Background: an optimization exercise with open tools, aiming at small area, a short achievable clock period and few clock cycles. Do not read the settings as production practice. The RTL was checked by simulation tests, not by an equivalence proof against the original design. Power is estimated from default activity; no workload was simulated.

## interval_task_timer_table
module interval_task_timer_table (
	input  logic               clk,
	input  logic               arst_n,
	input  logic               item_valid,
	output logic               item_ready,
	input  logic               item_cmd,
	input  logic [TICK_W-1:0]  item_now_ticks,
	input  logic [PERIOD_W-1:0] item_period_ms,
	input  logic               item_periodic,
	output logic               result_valid,
	input  logic               result_ready,
	output logic [TIDX_W-1:0]  result_task_index,
	output logic               result_accepted,
	output logic               result_fired,
	output logic               result_last,
	input  logic               psel,
	input  logic               penable,
	input  logic               pwrite,
	input  logic [PADDR_W-1:0] paddr,
	input  logic [DATA_W-1:0]  pwdata,
	output logic [DATA_W-1:0]  prdata,
	output logic               pready
);
	localparam int MK  = 4;                   
	localparam int MCH = PERIOD_W / MK;       
	localparam int MCW = $clog2(MCH);
	logic [TPM_W-1:0] tpm_q;
	logic             cfg_wr;
	assign pready = 1'b1;
	assign cfg_wr = psel && penable && pwrite && paddr[PADDR_W-1:2] == REG_TICKS_PER_MS;
	assign prdata = (paddr[PADDR_W-1:2] == REG_TICKS_PER_MS) ?
		{{(DATA_W-TPM_W){1'b0}}, tpm_q} : '0;
	logic [TICK_W-1:0]   start_n_q  [SLOTS];    
	logic [PERIOD_W-1:0] period_q   [SLOTS];
	logic [2:0]          top_q      [SLOTS];    
	logic [TICK_W:0]     need_n_q   [SLOTS];    
	logic [SLOTS-1:0]    periodic_q;
	logic [SLOTS-1:0]    active_q;
	logic [CNT_W-1:0]    count_q;
	logic                a_v;
	logic                a_cmd;
	logic [TICK_W-1:0]   a_now;
	logic                g_v;
	logic [SLOTS-1:0]    g_mask;
	logic                g_le1;       
	logic [IDX_W-1:0]    g_idx;
	logic                g_acc;
	logic                qv0, qv1;
	logic [5:0]          q0, q1;
	logic [CNT_W-1:0]    m_issue;     
	logic [CNT_W-1:0]    m_done;      
	logic                need_ok;     
	logic [TICK_W-1:0]   m_acc;
	logic                m_sat;
	logic [SLOTS-1:0]    fire;
	logic                create_ok;
	logic                is_create;
	logic                g_emit;
	logic                g_fin;
	logic                exec;
	logic                do_create;
  ...
export LEC_CHECK = 0
export ABC_AREA = 1
export CAP_MARGIN = 20
export CORE_MARGIN = 2
export CORE_UTILIZATION = 40
export CTS_BUF_LIST = sky130_fd_sc_hd__clkbuf_16
export CTS_CLUSTER_DIAMETER = 70
export CTS_CLUSTER_SIZE = 25
export SETUP_SLACK_MARGIN = 4.6
export SLEW_MARGIN = 20
create_clock -name core_clock -period 8.0 [get_ports {clk}]
run.sh (not shown) runs the stock make flow with config.mk's settings and CLKGATE_MAP_FILE= SYNTH_SCRIPT=/design/flow/synth_recipe.tcl, a recipe that flattens the netlist after the stock synthesis.
The first run went through all stages and came out clean.
Testbench counts at the start, summed over its fixed seeds: cycles 5,442.
Next try:
SETUP_SLACK_MARGIN = 4.5   (was 4.6)
TNS_END_PERCENT = 5   (was not set)
=>
- wire length is lower by a few percent
- clock power is higher by a few percent
- synthesized cell count is unchanged
- non-clock buffer count is lower by 130
- cell area is lower by a few percent
- via count is lower by a few percent
- worst setup slack degrades by 0.014 ns
- sequential cell count is unchanged
Next try:
TNS_END_PERCENT = 20   (was 5)
After rerunning: The new run produced a clean layout; clock-buffer cell count is unchanged; synthesized cell count is unchanged; routed wire length is about the same; register-to-register slack loses 0.05 ns; power fell by 1.5%; global-route usage stays flat; synthesized area is unchanged; die area does not change.
Next try:
CORE_UTILIZATION = 50   (was 40)
TNS_END_PERCENT = not set   (was 20)
Result: Utilization went up by 12 points; final area went up by 1.1%; fmax went up by 2.1%; synthesized cell count does not change; count of clock-buffer cells in the layout went down by 10; total power went up by 1.1%.
Next try:
CORE_UTILIZATION = 40   (was 50)
=>
- The changed run completed without violations
- sequential share of layout area falls by 0.22 points
- routed wire length climbs by 1.7%
- maximum frequency is higher by 0.73%
- count of clock-buffer cells in the layout increases by 8


interval_task_timer_table again, from the RTL that the note above started with.
## interval_task_timer_table
module interval_task_timer_table (
	input  logic               clk,
	input  logic               arst_n,
	input  logic               item_valid,
	output logic               item_ready,
	input  logic               item_cmd,
	input  logic [TICK_W-1:0]  item_now_ticks,
	input  logic [PERIOD_W-1:0] item_period_ms,
	input  logic               item_periodic,
	output logic               result_valid,
	input  logic               result_ready,
	output logic [TIDX_W-1:0]  result_task_index,
	output logic               result_accepted,
	output logic               result_fired,
	output logic               result_last,
	input  logic               psel,
	input  logic               penable,
	input  logic               pwrite,
	input  logic [PADDR_W-1:0] paddr,
	input  logic [DATA_W-1:0]  pwdata,
	output logic [DATA_W-1:0]  prdata,
	output logic               pready
);
clock: 8.0 ns
lec_check: 0
abc_area: 1
cap_margin: 20
core_margin: 2
core_utilization: 40
cts_buf_list: sky130_fd_sc_hd__clkbuf_8
setup_slack_margin: 4.0
slew_margin: 20
standard.sh (not shown) runs the stock make flow with config.mk's settings and CLKGATE_MAP_FILE= SYNTH_SCRIPT=/design/flow/synth_recipe.tcl, a recipe that flattens the netlist after the stock synthesis.
==> flow/flow/run.sh <==
#!/bin/bash
set -euo pipefail
bash standard.sh MATCH_CELL_FOOTPRINT=0 finish > flow.log 2>&1
The baseline ran to the end with no violations.
Testbench counts at the start, summed over its fixed seeds: cycles 5,442.
Rerun with:
--- a/flow/config.mk
+++ b/flow/config.mk
@@ -11,4 +11,6 @@
 export CORE_UTILIZATION = 40
-export CTS_BUF_LIST = sky130_fd_sc_hd__clkbuf_8
-export SETUP_SLACK_MARGIN = 4.0
+export CTS_BUF_LIST = sky130_fd_sc_hd__clkbuf_16
+export CTS_CLUSTER_DIAMETER = 70
+export CTS_CLUSTER_SIZE = 25
+export SETUP_SLACK_MARGIN = 4.5
 export SLEW_MARGIN = 20
Outcome: Worst hold slack hardly moves; combinational power climbs by 21%; setup slack is better by 0.12 ns; fmax climbs by 3.2%; die area is unchanged; clock-buffer cell count falls by 108; synthesized area is unchanged; global-route usage goes up by 1.2 points; final cell count climbs by 0.40%.
Rerun with:
==> flow/run.sh (new file) <==
#!/bin/bash
# synth_recipe.tcl (not shown) runs the flow's synth.tcl, then flattens the netlist and writes it again
# the make line also repeats each setting of config.mk as NAME=value (left out here)
make -C /OpenROAD-flow-scripts/flow DESIGN_CONFIG=/design/flow/config.mk WORK_HOME=/design/flow/orfs CLKGATE_MAP_FILE= SYNTH_SCRIPT=/design/flow/synth_recipe.tcl finish
--- a/flow/config.mk
+++ b/flow/config.mk
@@ -14,3 +14,4 @@
 export CTS_CLUSTER_SIZE = 25
-export SETUP_SLACK_MARGIN = 4.5
+export SETUP_SLACK_MARGIN = 4.4
 export SLEW_MARGIN = 20
+export TNS_END_PERCENT = 5
removed: flow/flow/run.sh
removed: flow/standard.sh
The changed run ran to the end with no violations.
Wire length went down by a few percent.
Power went down by a few percent.
Design area went down by a few percent.
Hold slack is better by 0.0079 ns.
Critical path depth went up by 12.
Clock power went up by a little under a tenth.
Final cell count went down slightly.
Utilization went down by 1.8 points.
Flip-flop and latch count does not change.
Synthesized cell count does not change.
Maximum frequency went up by a few percent.
Rerun with:
--- a/flow/config.mk
+++ b/flow/config.mk
@@ -14,4 +14,3 @@
 export CTS_CLUSTER_SIZE = 25
-export SETUP_SLACK_MARGIN = 4.4
+export SETUP_SLACK_MARGIN = 4.3
 export SLEW_MARGIN = 20
-export TNS_END_PERCENT = 5
=> Total power is about the same; routed wire length rose by about 2.2%; global-route usage rises by 0.20 points; clock power drops by about 5%; cell area barely changes; worst hold slack is worse by 0.0038 ns; utilization hardly moves; synthesized area stays the same; worst setup slack loses 0.090 ns; clock-buffer cell count rises by 1; register-to-register slack got worse by 0.09 ns.


## old
Another version of the RTL of interval_task_timer_table (not shown whole).
For scale: roughly 4200 cells after synthesis, about 1000 flip-flops, about 53000 sq um of cells after synthesis.
Settings: LEC_CHECK=0, ABC_AREA=1, CAP_MARGIN=20, CORE_MARGIN=2, CORE_UTILIZATION=40, CTS_BUF_LIST=sky130_fd_sc_hd__clkbuf_8, SETUP_SLACK_MARGIN=3.9, SLEW_MARGIN=20; clock period 8.0 ns.
run.sh (not shown) runs the stock make flow with config.mk's settings and CLKGATE_MAP_FILE= SYNTH_SCRIPT=/design/flow/synth_recipe.tcl, a recipe that flattens the netlist after the stock synthesis.
Stock flow here: none of the scripts above is used.
Testbench counts of old, summed over its fixed seeds: cycles 5,442.
Here is what was changed in the inputs of new compared with old.
- changing SETUP_SLACK_MARGIN from 3.9 to 4.0
- removing ABC_AREA (formerly 1)
- setting CTS_CLUSTER_SIZE to 30 for the first time
--- outcome ---
NOTE: fraction of synthesized area in multiplexers in new exceeds that of old
Compared with old, in new leakage power of the design dropped 0.00081 uW, relative contribution of sequential cells to total power went down, total CTS buffers saw a decrease, required time of the critical path increased 2180 ps.
Between old and new, fraction of power spent switching nets decreased.


== the reference run ==
RTL: one of the versions met above, not the one the previous note started from.
Size: about 4000 cells after synthesis, roughly 150 I/O pins, ~0.052 mm² of cells after synthesis.
Design interval_task_timer_table, start of the top module:
module interval_task_timer_table (
	input  logic               clk,
	input  logic               arst_n,
	input  logic               item_valid,
	output logic               item_ready,
	input  logic               item_cmd,
	input  logic [TICK_W-1:0]  item_now_ticks,
	input  logic [PERIOD_W-1:0] item_period_ms,
	input  logic               item_periodic,
	output logic               result_valid,
	input  logic               result_ready,
	output logic [TIDX_W-1:0]  result_task_index,
	output logic               result_accepted,
	output logic               result_fired,
	output logic               result_last,
	input  logic               psel,
	input  logic               penable,
	input  logic               pwrite,
	input  logic [PADDR_W-1:0] paddr,
	input  logic [DATA_W-1:0]  pwdata,
	output logic [DATA_W-1:0]  prdata,
	output logic               pready
);
export LEC_CHECK = 0
export ABC_AREA = 1
export CAP_MARGIN = 20
export CORE_MARGIN = 2
export CORE_UTILIZATION = 40
export CTS_BUF_LIST = sky130_fd_sc_hd__clkbuf_16
export CTS_CLUSTER_DIAMETER = 80
export CTS_CLUSTER_SIZE = 30
export SETUP_SLACK_MARGIN = 4.5
export SLEW_MARGIN = 20
export TNS_END_PERCENT = 5
create_clock -name core_clock -period 8.0 [get_ports {clk}]
Testbench counts of the reference run, summed over its fixed seeds: cycles 5,442.
Input changes introduced in the trial run (baseline for comparison: the reference run):
==> flow/config.mk <==
export PLATFORM = sky130hd
export DESIGN_NAME = interval_task_timer_table
export DESIGN_NICKNAME = interval_task_timer_table
export VERILOG_FILES = /design/flow/design.v
export SDC_FILE = /design/flow/constraint.sdc
export NUM_CORES = 4
export LEC_CHECK = 0
export ABC_AREA = 1
export CAP_MARGIN = 20
export CORE_MARGIN = 2
export CORE_UTILIZATION = 55
export CTS_BUF_LIST = sky130_fd_sc_hd__clkbuf_8
export PLACE_DENSITY = 0.7
export SETUP_SLACK_MARGIN = 4.3
export SLEW_MARGIN = 20
Notes after the runs:
The trial run -> stages 100% | layout checks FAIL | antenna rules. Logic depth of the worst setup path including buffers (the trial run over the reference run): increase, 9. Share of post-route cells with drive strength above 1: the trial run vs the reference run — no meaningful difference. Compared with the reference run, the trial run shows clock skew higher by 0.015 ns. In the reports for the trial run and the reference run, the smaller count of buffering cells on the critical path with inverters included belongs to the reference run. Signed area change from the synthesized netlist to the final layout in the trial run vs the reference run: down 1.1 points. Compare the trial run and the reference run | post-route clock period utilization lower: the reference run. Re filler-free cell count of the finished design: the reference run was higher than the trial run. Max routed length on met1 across the trial run and the reference run: the reference run.


Starting RTL as in the previous note.
## interval_task_timer_table
module interval_task_timer_table (
	input  logic               clk,
	input  logic               arst_n,
	input  logic               item_valid,
	output logic               item_ready,
	input  logic               item_cmd,
	input  logic [TICK_W-1:0]  item_now_ticks,
	input  logic [PERIOD_W-1:0] item_period_ms,
	input  logic               item_periodic,
	output logic               result_valid,
	input  logic               result_ready,
	output logic [TIDX_W-1:0]  result_task_index,
	output logic               result_accepted,
	output logic               result_fired,
	output logic               result_last,
	input  logic               psel,
	input  logic               penable,
	input  logic               pwrite,
	input  logic [PADDR_W-1:0] paddr,
	input  logic [DATA_W-1:0]  pwdata,
	output logic [DATA_W-1:0]  prdata,
	output logic               pready
);
	localparam int MK  = 4;                   
	localparam int MCH = PERIOD_W / MK;       
	localparam int MCW = $clog2(MCH);
	logic [TPM_W-1:0] tpm_q;
	logic             cfg_wr;
	assign pready = 1'b1;
	assign cfg_wr = psel && penable && pwrite && paddr[PADDR_W-1:2] == REG_TICKS_PER_MS;
	assign prdata = (paddr[PADDR_W-1:2] == REG_TICKS_PER_MS) ?
		{{(DATA_W-TPM_W){1'b0}}, tpm_q} : '0;
	logic [TICK_W-1:0]   start_n_q  [SLOTS];    
	logic [PERIOD_W-1:0] period_q   [SLOTS];
	logic [2:0]          top_q      [SLOTS];    
	logic [TICK_W:0]     need_n_q   [SLOTS];    
	logic [SLOTS-1:0]    periodic_q;
	logic [SLOTS-1:0]    active_q;
  ...
Settings: LEC_CHECK=0, ABC_AREA=1, CAP_MARGIN=20, CORE_MARGIN=2, CORE_UTILIZATION=40, CTS_BUF_LIST=sky130_fd_sc_hd__clkbuf_16, CTS_CLUSTER_DIAMETER=80, CTS_CLUSTER_SIZE=30, SETUP_SLACK_MARGIN=4.0, SLEW_MARGIN=20; clock period 8.0 ns.
Testbench counts at the start, summed over its fixed seeds: cycles 5,442.
Edit:
CTS_CLUSTER_DIAMETER = 70   (was 80)
CTS_CLUSTER_SIZE = 25   (was 30)
SETUP_SLACK_MARGIN = 4.8   (was 4.0)
Outcome: The changed run finished clean; combinational power rises by 27%; synthesized cell count does not change; design area went up by 8.5%; global-route usage rises by 2.3 points; cell count is higher by 4.1%; routed wire length climbs by 11%; count of clock-buffer cells in the layout increases by 24; power climbs by 16%.
Edit:
CTS_BUF_LIST = sky130_fd_sc_hd__clkbuf_8   (was sky130_fd_sc_hd__clkbuf_16)
CTS_CLUSTER_DIAMETER = default   (was 70)
CTS_CLUSTER_SIZE = default   (was 25)
SETUP_SLACK_MARGIN = 4.0   (was 4.8)
After rerunning: Maximum frequency is lower by 2.7%; total power is lower by 7.9%; final area is lower by 5.6%; setup slack loses 0.11 ns; area after synthesis stays the same; non-clock buffer count is lower by 192; routed wire length is lower by 9.7%; first-iteration DRC count is lower by 20%; count of clock-buffer cells in the layout is higher by 103; sequential share of layout area is higher by 2.8 points.

==> re-timing with driven ports <==
The results above use ideal ports. As a check the final layouts listed here were re-extracted and re-timed, cells and wires unchanged.
Step 1, drivers: a clkbuf_16 drives clk and a buf_2 each remaining input, both assumed.
Step 2 also shifts input and output timing later by t, the mid clock arrival at the registers, as if the neighbouring blocks saw the same clock.
a / b / c = no drivers / after step 1 / after step 2; a / b = the first two.
run | t (ns) | setup slack, ns | worst hold slack (ns) | cell pins on the clock port's net
the first run of note 1 | 0.748 | 4.277 / 4.250 / 3.969 | 0.425 / 0.425 / 0.425 | 1
the second run of note 1 | 0.754 | 4.263 / 4.070 / 4.070 | 0.426 / 0.426 / 0.426 | 1
the third run of note 1 | 0.758 | 4.251 / 4.172 / 4.142 | 0.415 / 0.415 / 0.415 | 1
the fourth run of note 1 | 0.742 | 4.329 / 4.300 / 3.872 | 0.429 / 0.429 / 0.429 | 1
the fifth run of note 1 | 0.738 | 4.356 / 4.232 / 4.140 | 0.425 / 0.425 / 0.425 | 1
the first run of note 2 | 0.928 | 4.109 / 4.109 / 3.911 | 0.419 / 0.419 / 0.419 | 1
the second run of note 2 | 0.746 | 4.231 / 4.201 / 4.084 | 0.418 / 0.418 / 0.418 | 1
the third run of note 2 | 0.756 | 4.320 / 4.297 / 4.149 | 0.426 / 0.426 / 0.426 | 1
the fourth run of note 2 | 0.738 | 4.229 / 4.229 / 4.101 | 0.422 / 0.422 / 0.422 | 1
old | 0.930 | 3.940 / 3.918 / 3.918 | 0.417 / 0.417 / 0.417 | 1
new | 0.939 | 3.860 / 3.860 / 3.860 | 0.422 / 0.422 / 0.422 | 1
the reference run | 0.767 | 4.334 / 4.118 / 4.118 | 0.432 / 0.432 / 0.432 | 1
the trial run | 0.915 | 4.260 / 4.260 / 3.717 | 0.423 / 0.423 / 0.423 | 1
the first run of note 5 | 0.761 | 4.063 / 4.063 / 4.063 | 0.428 / 0.428 / 0.428 | 1
the second run of note 5 | 0.746 | 4.224 / 4.223 / 4.223 | 0.424 / 0.424 / 0.424 | 1
the third run of note 5 | 0.927 | 4.119 / 4.119 / 4.119 | 0.421 / 0.421 / 0.421 | 1
The setup slack of the trial run, which loses most, moves by 0.000 ns with the drivers and by -0.543 ns with both steps.
